What follows belongs to an exercise in optimizing a design on an open flow for small area and a short achievable clock period; a production flow would make more cautious choices.
Function was checked by simulation only, so behaviour that the tests miss may differ from the original.

==> tundra: inputs <==
==> flow/design.v <==
package ucie_buf_pkg;
   localparam int TS_W        = 16;
   localparam int DQ_W        = 32;
   localparam int CA_W        = 16;
   localparam int CSR_W       = 32;
   localparam int ENTRY_WORDS = 3;
   localparam int ENTRY_W     = ENTRY_WORDS * CSR_W;
endpackage
`timescale 1ns/1ps
module csr_sync (
   input  logic clk,
   input  logic rst,
   input  logic i_buf_mode,
   input  logic i_ts_enable,
   input  logic i_ts_reset,
   input  logic i_ts_brkpt_en,
   input  logic i_ig_wdata_en,
   input  logic i_ig_wdata_upd,
   input  logic i_eg_rdata_en,
   input  logic i_eg_rdata_upd,
   output logic o_buf_mode,
   output logic o_ts_enable,
   output logic o_ts_reset,
   output logic o_ts_brkpt_en,
   output logic o_ig_shift,
   output logic o_ig_push,
   output logic o_eg_shift,
   output logic o_eg_pop
);
   localparam int N_CTL = 8;
   localparam int N_TGL = 4;
   logic [N_CTL-1:0] ctl_in;
   logic [N_CTL-1:0] meta_q;
   logic [N_CTL-1:0] sync_q;
   logic [N_TGL-1:0] pulse_q;
   assign ctl_in = {i_eg_rdata_upd, i_eg_rdata_en, i_ig_wdata_upd, i_ig_wdata_en,
                    i_ts_brkpt_en, i_ts_reset, i_ts_enable, i_buf_mode};
   always_ff @(posedge clk or posedge rst) begin
      if (rst) begin
         meta_q  <= '0;
         sync_q  <= '0;
         pulse_q <= '0;
      end else begin
         meta_q  <= ctl_in;
         sync_q  <= meta_q;
         pulse_q <= meta_q[N_CTL-1:N_CTL-N_TGL] ^ sync_q[N_CTL-1:N_CTL-N_TGL];
      end
   end
   assign o_buf_mode    = sync_q[0];
   assign o_ts_enable   = sync_q[1];
   assign o_ts_reset    = sync_q[2];
   assign o_ts_brkpt_en = sync_q[3];
   assign o_ig_shift    = pulse_q[0];
   assign o_ig_push     = pulse_q[1];
   assign o_eg_shift    = pulse_q[2];
   assign o_eg_pop      = pulse_q[3];
endmodule
`timescale 1ns/1ps
import ucie_buf_pkg::*;
module ts_counter (
   input  logic            clk,
   input  logic            rst,
   input  logic            i_enable,
   input  logic            i_clear,
   input  logic            i_brkpt_en,
   input  logic [TS_W-1:0] i_brkpt_val,
   output logic [TS_W-1:0] o_timestamp
);
   logic [TS_W-1:0] count_q;
   logic            brkpt_hit;
   assign brkpt_hit = i_brkpt_en && (count_q == i_brkpt_val);
   always_ff @(posedge clk or posedge rst) begin
      if (rst) begin
         count_q <= '0;
      end else if (i_clear) begin
         count_q <= '0;
      end else if (i_enable && !brkpt_hit) begin
         count_q <= count_q + 1'b1;
      end
   end
   assign o_timestamp = count_q;
endmodule
`timescale 1ns/1ps
import ucie_buf_pkg::*;
module entry_fifo #(
   parameter int DEPTH = 32
) (
   input  logic               clk,
   input  logic               rst,
   input  logic               i_write,      
   input  logic [ENTRY_W-1:0] i_wdata,
   input  logic               i_read,       
   input  logic               i_clr,
   output logic [ENTRY_W-1:0] o_head,       
   output logic [TS_W-1:0]    o_next_ts,    
   output logic               o_full,
   output logic               o_empty_n,
   output logic               o_one        
);
   localparam int AW = $clog2(DEPTH);
   logic [ENTRY_W-1:0] mem_q [DEPTH];
   logic [AW-1:0]      wr_ptr_q;
   logic [AW-1:0]      rd_ptr_q;
   logic [AW-1:0]      rd_ptr_p1;
   logic [DEPTH-1:0]   fill_q;       
   logic               do_write;
   logic               do_read;
   logic               up;
   logic               dn;
   assign o_full    = fill_q[DEPTH-1];
   assign o_empty_n = fill_q[0];
   assign o_one     = fill_q[0] && !fill_q[1];
   assign do_write  = i_write && !fill_q[DEPTH-1];
   assign do_read   = i_read && fill_q[0];
   assign up        = do_write && !do_read;
   assign dn        = do_read && !do_write;
   assign rd_ptr_p1 = rd_ptr_q + 1'b1;
   always_ff @(posedge clk or posedge rst) begin
      if (rst) begin
         wr_ptr_q <= '0;
         rd_ptr_q <= '0;
         fill_q   <= '0;
      end else if (i_clr) begin
         wr_ptr_q <= '0;
         rd_ptr_q <= '0;
         fill_q   <= '0;
      end else begin
         if (do_write) wr_ptr_q <= wr_ptr_q + 1'b1;
         if (do_read)  rd_ptr_q <= rd_ptr_p1;
         if (up) begin
            fill_q <= {fill_q[DEPTH-2:0], 1'b1};
         end else if (dn) begin
            fill_q <= {1'b0, fill_q[DEPTH-1:1]};
         end
      end
   end
   always_ff @(posedge clk) begin
      if (!fill_q[DEPTH-1]) begin
         mem_q[wr_ptr_q] <= i_wdata;
      end
   end
   assign o_head    = mem_q[rd_ptr_q];
   assign o_next_ts = mem_q[rd_ptr_p1][ENTRY_W-1:ENTRY_W-TS_W];
endmodule
`timescale 1ns/1ps
import ucie_buf_pkg::*;
module ig_player #(
   parameter int DEPTH = 32
) (
   input  logic             clk,
   input  logic             rst,
   input  logic             i_buf_mode,
   input  logic             i_shift,
   input  logic             i_push,
   input  logic             i_clr,
   input  logic             i_hold,
   input  logic [CSR_W-1:0] i_wdata,
   input  logic [TS_W-1:0]  i_timestamp,
   input  logic [DQ_W-1:0]  i_tx_dq0,
   input  logic [DQ_W-1:0]  i_tx_dq1,
   input  logic [CA_W-1:0]  i_tx_ca,
   output logic             o_empty,
   output logic             o_full,
   output logic             o_overflow,
   output logic             o_write_done,
   output logic [DQ_W-1:0]  o_tx_dq0,
   output logic [DQ_W-1:0]  o_tx_dq1,
   output logic [CA_W-1:0]  o_tx_ca
);
   localparam int LANE_W = ENTRY_W - TS_W;
   logic [ENTRY_W-1:0] loader_q;
   logic [ENTRY_W-1:0] head;
   logic [TS_W-1:0]    next_ts;
   logic [TS_W-1:0]    head_ts_q;
   logic               fifo_full;
   logic               fifo_empty_n;
   logic               fifo_one;
   logic               ig_pop;
   logic               empty_q;
   logic               write_toggle_q;
   logic [LANE_W-1:0]  hold_q;
   logic [LANE_W-1:0]  mux_lanes;
   always_ff @(posedge clk or posedge rst) begin
      if (rst) begin
         loader_q <= '0;
      end else if (i_shift) begin
         loader_q <= {loader_q[2*CSR_W-1:0], i_wdata};
      end
   end
   entry_fifo #(
      .DEPTH (DEPTH)
   ) u_fifo (
      .clk       (clk),
      .rst       (rst),
      .i_write   (i_push),
      .i_wdata   (loader_q),
      .i_read    (ig_pop),
      .i_clr     (i_clr),
      .o_head    (head),
      .o_next_ts (next_ts),
      .o_full    (fifo_full),
      .o_empty_n (fifo_empty_n),
      .o_one     (fifo_one)
   );
   always_ff @(posedge clk or posedge rst) begin
      if (rst) begin
         head_ts_q <= '0;
      end else if (!fifo_empty_n || (ig_pop && fifo_one)) begin
         head_ts_q <= loader_q[ENTRY_W-1:ENTRY_W-TS_W];
      end else if (ig_pop) begin
         head_ts_q <= next_ts;
      end
   end
   assign ig_pop = fifo_empty_n && (head_ts_q == i_timestamp);
   always_ff @(posedge clk or posedge rst) begin
      if (rst) begin
         hold_q <= '0;
      end else if (ig_pop) begin
         hold_q <= head[LANE_W-1:0];
      end else if (!i_hold) begin
         hold_q <= '0;
      end
   end
   assign mux_lanes = i_buf_mode ? hold_q : {i_tx_dq0, i_tx_dq1, i_tx_ca};
   always_ff @(posedge clk or posedge rst) begin
      if (rst) begin
         {o_tx_dq0, o_tx_dq1, o_tx_ca} <= '0;
      end else begin
         {o_tx_dq0, o_tx_dq1, o_tx_ca} <= mux_lanes;
      end
   end
   always_ff @(posedge clk or posedge rst) begin
      if (rst) begin
         empty_q        <= 1'b1;
         write_toggle_q <= 1'b0;
      end else begin
         empty_q        <= ~fifo_empty_n;
         write_toggle_q <= write_toggle_q ^ i_push;
      end
   end
   assign o_empty      = empty_q;
   assign o_full       = fifo_full;
   assign o_overflow   = fifo_full & i_push;
   assign o_write_done = write_toggle_q;
endmodule
`timescale 1ns/1ps
import ucie_buf_pkg::*;
module eg_capture #(
   parameter int DEPTH = 32
) (
   input  logic             clk,
   input  logic             rst,
   input  logic             i_shift,
   input  logic             i_pop,
   input  logic             i_clr,
   input  logic [TS_W-1:0]  i_timestamp,
   input  logic [DQ_W-1:0]  i_rx_dq0,
   input  logic [DQ_W-1:0]  i_rx_dq1,
   input  logic [CA_W-1:0]  i_rx_ca,
   input  logic [2:0]       i_rx_vld,
   output logic [CSR_W-1:0] o_rdata,
   output logic             o_empty,
   output logic             o_full,
   output logic             o_overflow,
   output logic             o_read_done
);
   logic [ENTRY_W-1:0] cap_entry;
   logic [ENTRY_W-1:0] head;
   logic [TS_W-1:0]    unused_next_ts;
   logic [ENTRY_W-1:0] rd_loader_q;
   logic               fifo_full;
   logic               fifo_empty_n;
   logic               fifo_one;
   logic               eg_write;
   logic               read_toggle_q;
   assign eg_write = |i_rx_vld;
   assign cap_entry = {i_timestamp, i_rx_dq0, i_rx_dq1, i_rx_ca};
   entry_fifo #(
      .DEPTH (DEPTH)
   ) u_fifo (
      .clk       (clk),
      .rst       (rst),
      .i_write   (eg_write),
      .i_wdata   (cap_entry),
      .i_read    (i_pop),
      .i_clr     (i_clr),
      .o_head    (head),
      .o_next_ts (unused_next_ts),
      .o_full    (fifo_full),
      .o_empty_n (fifo_empty_n),
      .o_one     (fifo_one)
   );
   always_ff @(posedge clk or posedge rst) begin
      if (rst) begin
         rd_loader_q <= '0;
      end else if (i_pop) begin
         rd_loader_q <= fifo_empty_n ? head : '0;
      end else if (i_shift) begin
         rd_loader_q <= {{CSR_W{1'b0}}, rd_loader_q[ENTRY_W-1:CSR_W]};
      end
   end
   always_ff @(posedge clk or posedge rst) begin
      if (rst) begin
         read_toggle_q <= 1'b0;
      end else begin
         read_toggle_q <= read_toggle_q ^ i_pop;
      end
   end
   assign o_rdata     = rd_loader_q[CSR_W-1:0];
   assign o_empty     = ~fifo_empty_n;
   assign o_full      = fifo_full;
   assign o_overflow  = fifo_full & eg_write;
   assign o_read_done = read_toggle_q;
endmodule
`timescale 1ns/1ps
import ucie_buf_pkg::*;
module ucie_buf_top #(
   parameter int DEPTH = 32
) (
   input  logic             clk,
   input  logic             rst,
   input  logic             i_buf_mode,
   input  logic             i_ts_enable,
   input  logic             i_ts_reset,
   input  logic             i_ts_brkpt_en,
   input  logic [TS_W-1:0]  i_ts_brkpt_val,
   input  logic             i_ig_wdata_clr,
   input  logic             i_ig_wdata_hold,
   input  logic             i_ig_wdata_en,
   input  logic             i_ig_wdata_upd,
   input  logic [CSR_W-1:0] i_ig_wdata,
   input  logic             i_eg_rdata_clr,
   input  logic             i_eg_rdata_en,
   input  logic             i_eg_rdata_upd,
   input  logic [DQ_W-1:0]  i_tx_dq0,
   input  logic [DQ_W-1:0]  i_tx_dq1,
   input  logic [CA_W-1:0]  i_tx_ca,
   input  logic [DQ_W-1:0]  i_rx_dq0,
   input  logic [DQ_W-1:0]  i_rx_dq1,
   input  logic [CA_W-1:0]  i_rx_ca,
   input  logic [2:0]       i_rx_vld,
   output logic             o_ig_empty,
   output logic             o_ig_full,
   output logic             o_ig_overflow,
   output logic             o_ig_write_done,
   output logic [CSR_W-1:0] o_eg_rdata,
   output logic             o_eg_empty,
   output logic             o_eg_full,
   output logic             o_eg_overflow,
   output logic             o_eg_read_done,
   output logic [DQ_W-1:0]  o_tx_dq0,
   output logic [DQ_W-1:0]  o_tx_dq1,
   output logic [CA_W-1:0]  o_tx_ca
);
   logic            buf_mode;
   logic            ts_enable;
   logic            ts_reset;
   logic            ts_brkpt_en;
   logic            ig_shift;
   logic            ig_push;
   logic            eg_shift;
   logic            eg_pop;
   logic [TS_W-1:0] timestamp;
   csr_sync u_csr_sync (
      .clk            (clk),
      .rst            (rst),
      .i_buf_mode     (i_buf_mode),
      .i_ts_enable    (i_ts_enable),
      .i_ts_reset     (i_ts_reset),
      .i_ts_brkpt_en  (i_ts_brkpt_en),
      .i_ig_wdata_en  (i_ig_wdata_en),
      .i_ig_wdata_upd (i_ig_wdata_upd),
      .i_eg_rdata_en  (i_eg_rdata_en),
      .i_eg_rdata_upd (i_eg_rdata_upd),
      .o_buf_mode     (buf_mode),
      .o_ts_enable    (ts_enable),
      .o_ts_reset     (ts_reset),
      .o_ts_brkpt_en  (ts_brkpt_en),
      .o_ig_shift     (ig_shift),
      .o_ig_push      (ig_push),
      .o_eg_shift     (eg_shift),
      .o_eg_pop       (eg_pop)
   );
   ts_counter u_ts (
      .clk         (clk),
      .rst         (rst),
      .i_enable    (ts_enable),
      .i_clear     (ts_reset),
      .i_brkpt_en  (ts_brkpt_en),
      .i_brkpt_val (i_ts_brkpt_val),
      .o_timestamp (timestamp)
   );
   ig_player #(
      .DEPTH (DEPTH)
   ) u_ig (
      .clk          (clk),
      .rst          (rst),
      .i_buf_mode   (buf_mode),
      .i_shift      (ig_shift),
      .i_push       (ig_push),
      .i_clr        (i_ig_wdata_clr),
      .i_hold       (i_ig_wdata_hold),
      .i_wdata      (i_ig_wdata),
      .i_timestamp  (timestamp),
      .i_tx_dq0     (i_tx_dq0),
      .i_tx_dq1     (i_tx_dq1),
      .i_tx_ca      (i_tx_ca),
      .o_empty      (o_ig_empty),
      .o_full       (o_ig_full),
      .o_overflow   (o_ig_overflow),
      .o_write_done (o_ig_write_done),
      .o_tx_dq0     (o_tx_dq0),
      .o_tx_dq1     (o_tx_dq1),
      .o_tx_ca      (o_tx_ca)
   );
   eg_capture #(
      .DEPTH (DEPTH)
   ) u_eg (
      .clk         (clk),
      .rst         (rst),
      .i_shift     (eg_shift),
      .i_pop       (eg_pop),
      .i_clr       (i_eg_rdata_clr),
      .i_timestamp (timestamp),
      .i_rx_dq0    (i_rx_dq0),
      .i_rx_dq1    (i_rx_dq1),
      .i_rx_ca     (i_rx_ca),
      .i_rx_vld    (i_rx_vld),
      .o_rdata     (o_eg_rdata),
      .o_empty     (o_eg_empty),
      .o_full      (o_eg_full),
      .o_overflow  (o_eg_overflow),
      .o_read_done (o_eg_read_done)
   );
endmodule
==> flow/run.sh <==
#!/bin/bash
# synth_recipe.tcl (not shown) runs the flow's synth.tcl, then flattens the netlist and writes it again
# the make line also repeats each setting of config.mk as NAME=value (left out here)
make -C /OpenROAD-flow-scripts/flow DESIGN_CONFIG=/design/flow/config.mk WORK_HOME=/design/flow/orfs CLKGATE_MAP_FILE= SYNTH_SCRIPT=/design/flow/synth_recipe.tcl finish
==> flow/config.mk <==
export PLATFORM = sky130hd
export DESIGN_NAME = ucie_buf_top
export DESIGN_NICKNAME = ucie_buf_top
export VERILOG_FILES = /design/flow/design.v
export SDC_FILE = /design/flow/constraint.sdc
export NUM_CORES = 4
export LEC_CHECK = 0
export CAP_MARGIN = 20
export CORE_MARGIN = 2
export CORE_UTILIZATION = 40
export CTS_CLUSTER_DIAMETER = 100
export CTS_CLUSTER_SIZE = 20
export SETUP_SLACK_MARGIN = 2.5
export SLEW_MARGIN = 20
==> flow/constraint.sdc <==
create_clock -name core_clock -period 5.5 [get_ports {clk}]
set_input_delay 1.1000 -clock core_clock [delete_from_list [all_inputs] [get_ports {clk}]]
set_output_delay 1.1000 -clock core_clock [all_outputs]
set_load 0.01 [all_outputs]
==> maple (differences from tundra) <==
==> flow/design.v, changed modules only <==
module csr_sync (
   input  logic clk,
   input  logic rst,
   input  logic i_buf_mode,
   input  logic i_ts_enable,
   input  logic i_ts_reset,
   input  logic i_ts_brkpt_en,
   input  logic i_ig_wdata_en,
   input  logic i_ig_wdata_upd,
   input  logic i_eg_rdata_en,
   input  logic i_eg_rdata_upd,
   output logic o_buf_mode,
   output logic o_ts_enable,
   output logic o_ts_reset,
   output logic o_ts_brkpt_en,
   output logic o_ig_shift,
   output logic o_ig_push,
   output logic o_eg_shift,
   output logic o_eg_pop
);
   localparam int N_CTL = 8;
   localparam int N_TGL = 4;
   logic [N_CTL-1:0] ctl_in;
   logic [N_CTL-1:0] meta_q;
   logic [N_CTL-1:0] sync_q;
   logic [N_TGL-1:0] tgl_q;
   logic [N_TGL-1:0] pulse;
   assign ctl_in = {i_eg_rdata_upd, i_eg_rdata_en, i_ig_wdata_upd, i_ig_wdata_en,
                    i_ts_brkpt_en, i_ts_reset, i_ts_enable, i_buf_mode};
   always_ff @(posedge clk or posedge rst) begin
      if (rst) begin
         meta_q <= '0;
         sync_q <= '0;
         tgl_q  <= '0;
      end else begin
         meta_q <= ctl_in;
         sync_q <= meta_q;
         tgl_q  <= sync_q[N_CTL-1:N_CTL-N_TGL];
      end
   end
   assign pulse = sync_q[N_CTL-1:N_CTL-N_TGL] ^ tgl_q;
   assign o_buf_mode    = sync_q[0];
   assign o_ts_enable   = sync_q[1];
   assign o_ts_reset    = sync_q[2];
   assign o_ts_brkpt_en = sync_q[3];
   assign o_ig_shift    = pulse[0];
   assign o_ig_push     = pulse[1];
   assign o_eg_shift    = pulse[2];
   assign o_eg_pop      = pulse[3];
endmodule
module entry_fifo #(
   parameter int DEPTH = 32
) (
   input  logic               clk,
   input  logic               rst,
   input  logic               i_write,
   input  logic [ENTRY_W-1:0] i_wdata,
   output logic               o_full,
   input  logic               i_read,
   output logic [ENTRY_W-1:0] o_rdata,
   output logic               o_empty_n,
   input  logic               i_clr
);
   localparam int AW = $clog2(DEPTH);
   logic [ENTRY_W-1:0] mem_q [DEPTH];
   logic [AW:0]        wr_ptr_q;
   logic [AW:0]        rd_ptr_q;
   logic               do_write;
   logic               do_read;
   assign o_empty_n = (wr_ptr_q != rd_ptr_q);
   assign o_full    = (wr_ptr_q[AW] != rd_ptr_q[AW]) &&
                      (wr_ptr_q[AW-1:0] == rd_ptr_q[AW-1:0]);
   assign do_write = i_write && !o_full;
   assign do_read  = i_read && o_empty_n;
   always_ff @(posedge clk or posedge rst) begin
      if (rst) begin
         wr_ptr_q <= '0;
         rd_ptr_q <= '0;
      end else if (i_clr) begin
         wr_ptr_q <= '0;
         rd_ptr_q <= '0;
      end else begin
         if (do_write) begin
            wr_ptr_q <= wr_ptr_q + 1'b1;
         end
         if (do_read) begin
            rd_ptr_q <= rd_ptr_q + 1'b1;
         end
      end
   end
   always_ff @(posedge clk) begin
      if (do_write) begin
         mem_q[wr_ptr_q[AW-1:0]] <= i_wdata;
      end
   end
   assign o_rdata = mem_q[rd_ptr_q[AW-1:0]];
endmodule
module ig_player #(
   parameter int DEPTH = 32
) (
   input  logic             clk,
   input  logic             rst,
   input  logic             i_buf_mode,
   input  logic             i_shift,
   input  logic             i_push,
   input  logic             i_clr,
   input  logic             i_hold,
   input  logic [CSR_W-1:0] i_wdata,
   input  logic [TS_W-1:0]  i_timestamp,
   input  logic [DQ_W-1:0]  i_tx_dq0,
   input  logic [DQ_W-1:0]  i_tx_dq1,
   input  logic [CA_W-1:0]  i_tx_ca,
   output logic             o_empty,
   output logic             o_full,
   output logic             o_overflow,
   output logic             o_write_done,
   output logic [DQ_W-1:0]  o_tx_dq0,
   output logic [DQ_W-1:0]  o_tx_dq1,
   output logic [CA_W-1:0]  o_tx_ca
);
   logic [ENTRY_W-1:0] loader_q;
   logic [ENTRY_W-1:0] head;
   logic [TS_W-1:0]    head_ts;
   logic [DQ_W-1:0]    head_dq0;
   logic [DQ_W-1:0]    head_dq1;
   logic [CA_W-1:0]    head_ca;
   logic               fifo_full;
   logic               fifo_empty_n;
   logic               ig_pop;
   logic               empty_q;
   logic               write_toggle_q;
   logic [DQ_W-1:0]    hold_dq0_q;
   logic [DQ_W-1:0]    hold_dq1_q;
   logic [CA_W-1:0]    hold_ca_q;
   logic [DQ_W-1:0]    mux_dq0;
   logic [DQ_W-1:0]    mux_dq1;
   logic [CA_W-1:0]    mux_ca;
   always_ff @(posedge clk or posedge rst) begin
      if (rst) begin
         loader_q <= '0;
      end else if (i_shift) begin
         loader_q <= {loader_q[2*CSR_W-1:0], i_wdata};
      end
   end
   entry_fifo #(
      .DEPTH (DEPTH)
   ) u_fifo (
      .clk       (clk),
      .rst       (rst),
      .i_write   (i_push),
      .i_wdata   (loader_q),
      .o_full    (fifo_full),
      .i_read    (ig_pop),
      .o_rdata   (head),
      .o_empty_n (fifo_empty_n),
      .i_clr     (i_clr)
   );
   assign {head_ts, head_dq0, head_dq1, head_ca} = head;
   assign ig_pop = fifo_empty_n && (head_ts == i_timestamp);
   always_ff @(posedge clk or posedge rst) begin
      if (rst) begin
         hold_dq0_q <= '0;
         hold_dq1_q <= '0;
         hold_ca_q  <= '0;
      end else if (ig_pop) begin
         hold_dq0_q <= head_dq0;
         hold_dq1_q <= head_dq1;
         hold_ca_q  <= head_ca;
      end else if (!i_hold) begin
         hold_dq0_q <= '0;
         hold_dq1_q <= '0;
         hold_ca_q  <= '0;
      end
   end
   assign mux_dq0 = i_buf_mode ? hold_dq0_q : i_tx_dq0;
   assign mux_dq1 = i_buf_mode ? hold_dq1_q : i_tx_dq1;
   assign mux_ca  = i_buf_mode ? hold_ca_q  : i_tx_ca;
   always_ff @(posedge clk or posedge rst) begin
      if (rst) begin
         o_tx_dq0 <= '0;
         o_tx_dq1 <= '0;
         o_tx_ca  <= '0;
      end else begin
         o_tx_dq0 <= mux_dq0;
         o_tx_dq1 <= mux_dq1;
         o_tx_ca  <= mux_ca;
      end
   end
   always_ff @(posedge clk or posedge rst) begin
      if (rst) begin
         empty_q        <= 1'b1;
         write_toggle_q <= 1'b0;
      end else begin
         empty_q        <= ~fifo_empty_n;
         write_toggle_q <= write_toggle_q ^ i_push;
      end
   end
   assign o_empty      = empty_q;
   assign o_full       = fifo_full;
   assign o_overflow   = fifo_full & i_push;
   assign o_write_done = write_toggle_q;
endmodule
module eg_capture #(
   parameter int DEPTH = 32
) (
   input  logic             clk,
   input  logic             rst,
   input  logic             i_shift,
   input  logic             i_pop,
   input  logic             i_clr,
   input  logic [TS_W-1:0]  i_timestamp,
   input  logic [DQ_W-1:0]  i_rx_dq0,
   input  logic [DQ_W-1:0]  i_rx_dq1,
   input  logic [CA_W-1:0]  i_rx_ca,
   input  logic [2:0]       i_rx_vld,
   output logic [CSR_W-1:0] o_rdata,
   output logic             o_empty,
   output logic             o_full,
   output logic             o_overflow,
   output logic             o_read_done
);
   logic [ENTRY_W-1:0] cap_entry;
   logic [ENTRY_W-1:0] head;
   logic [ENTRY_W-1:0] rd_loader_q;
   logic               fifo_full;
   logic               fifo_empty_n;
   logic               eg_write;
   logic               read_toggle_q;
   assign eg_write = |i_rx_vld;
   assign cap_entry = {i_timestamp, i_rx_dq0, i_rx_dq1, i_rx_ca};
   entry_fifo #(
      .DEPTH (DEPTH)
   ) u_fifo (
      .clk       (clk),
      .rst       (rst),
      .i_write   (eg_write),
      .i_wdata   (cap_entry),
      .o_full    (fifo_full),
      .i_read    (i_pop),
      .o_rdata   (head),
      .o_empty_n (fifo_empty_n),
      .i_clr     (i_clr)
   );
   always_ff @(posedge clk or posedge rst) begin
      if (rst) begin
         rd_loader_q <= '0;
      end else if (i_pop) begin
         rd_loader_q <= fifo_empty_n ? head : '0;
      end else if (i_shift) begin
         rd_loader_q <= {{CSR_W{1'b0}}, rd_loader_q[ENTRY_W-1:CSR_W]};
      end
   end
   always_ff @(posedge clk or posedge rst) begin
      if (rst) begin
         read_toggle_q <= 1'b0;
      end else begin
         read_toggle_q <= read_toggle_q ^ i_pop;
      end
   end
   assign o_rdata     = rd_loader_q[CSR_W-1:0];
   assign o_empty     = ~fifo_empty_n;
   assign o_full      = fifo_full;
   assign o_overflow  = fifo_full & eg_write;
   assign o_read_done = read_toggle_q;
endmodule
- CTS_CLUSTER_DIAMETER: 100 -> default
- CTS_CLUSTER_SIZE: 20 -> default
- SETUP_SLACK_MARGIN: 2.5 -> default
==> sierra (differences from tundra) <==
- SETUP_SLACK_MARGIN: 2.5 -> 2.8
==> yarrow (differences from tundra) <==
- CTS_CLUSTER_SIZE: 20 -> 25
- SETUP_SLACK_MARGIN: 2.5 -> 2.8
==> flow_summary.json <==
{
  "antenna_found_initial": 62,
  "finalPower_uw": 95800,
  "final_net_count": 12400,
  "h-tree-depth": 5,
  "setup_ws_ns": 2.54,
  "status": "complete, no violations",
  "synth-simple-area-share_pct": 1.20,
  "synth_compound_area_share_pct": 1.89,
  "leakage_uw": 0.0891
}
# the run above: sierra

==> flow_summary.json <==
{
  "synth-simple-area-share_pct": 1.20,
  "r2r_slack_ns": 2.52,
  "final_net_count": 12100,
  "status": "complete, no violations",
  "leakage_uw": 0.0864,
  "antenna_found_initial": 64,
  "finalPower_uw": 95200
}
# the run above: tundra

==> flow_summary.json <==
{
  "status": "complete, no violations",
  "setup_ws_ns": 0.395,
  "synth_compound_area_share_pct": 1.20,
  "final_net_count": 11500,
  "antenna_found_initial": 48,
  "synth-simple-area-share_pct": 0.894,
  "leakage_uw": 0.0885,
  "h-tree-depth": 6
}
# the run above: maple

==> flow_summary.json <==
{
  "h-tree-depth": 5,
  "setup_ws_ns": 2.54,
  "leakage_uw": 0.0886,
  "antenna_found_initial": 61,
  "finalPower_uw": 93000,
  "synth-simple-area-share_pct": 1.20,
  "status": "complete, no violations",
  "synth_compound_area_share_pct": 1.89
}
# the run above: yarrow

==> separate check: timing with driven ports <==
How much do the figures lean on ideal ports? The routed layouts below were timed once more, with nothing changed but the port constraints.
Step 1 sets driving cells, clkbuf_16 on the clock port and buf_2 on the other inputs (assumed; they add their load-dependent delay and slew).
Step 2, shift: input delay + t, output delay - t, t = (earliest + latest rising clock arrival at the registers) / 2. This alone moves slack from input paths to output paths.
a / b / c = no drivers / after step 1 / after step 2; a / b = the first two.
run	shift t [ns]	setup WS [ns]	worst setup path after step 2	slew at the worst register clock pin (ns)
tundra	1.164	2.416 / 2.326 / 2.042	input to register	0.09 / 0.09
maple	1.175	0.395 / 0.271 / 0.594	register to register	0.07 / 0.07
sierra	1.133	2.544 / 2.473 / 1.989	input to register	0.09 / 0.09
yarrow	1.121	2.543 / 2.465 / 2.004	input to register	0.11 / 0.11
After both steps setup and hold are still met in every run listed. The setup slack of sierra, which loses most, moves by -0.071 ns with the drivers and by -0.555 ns with both steps.
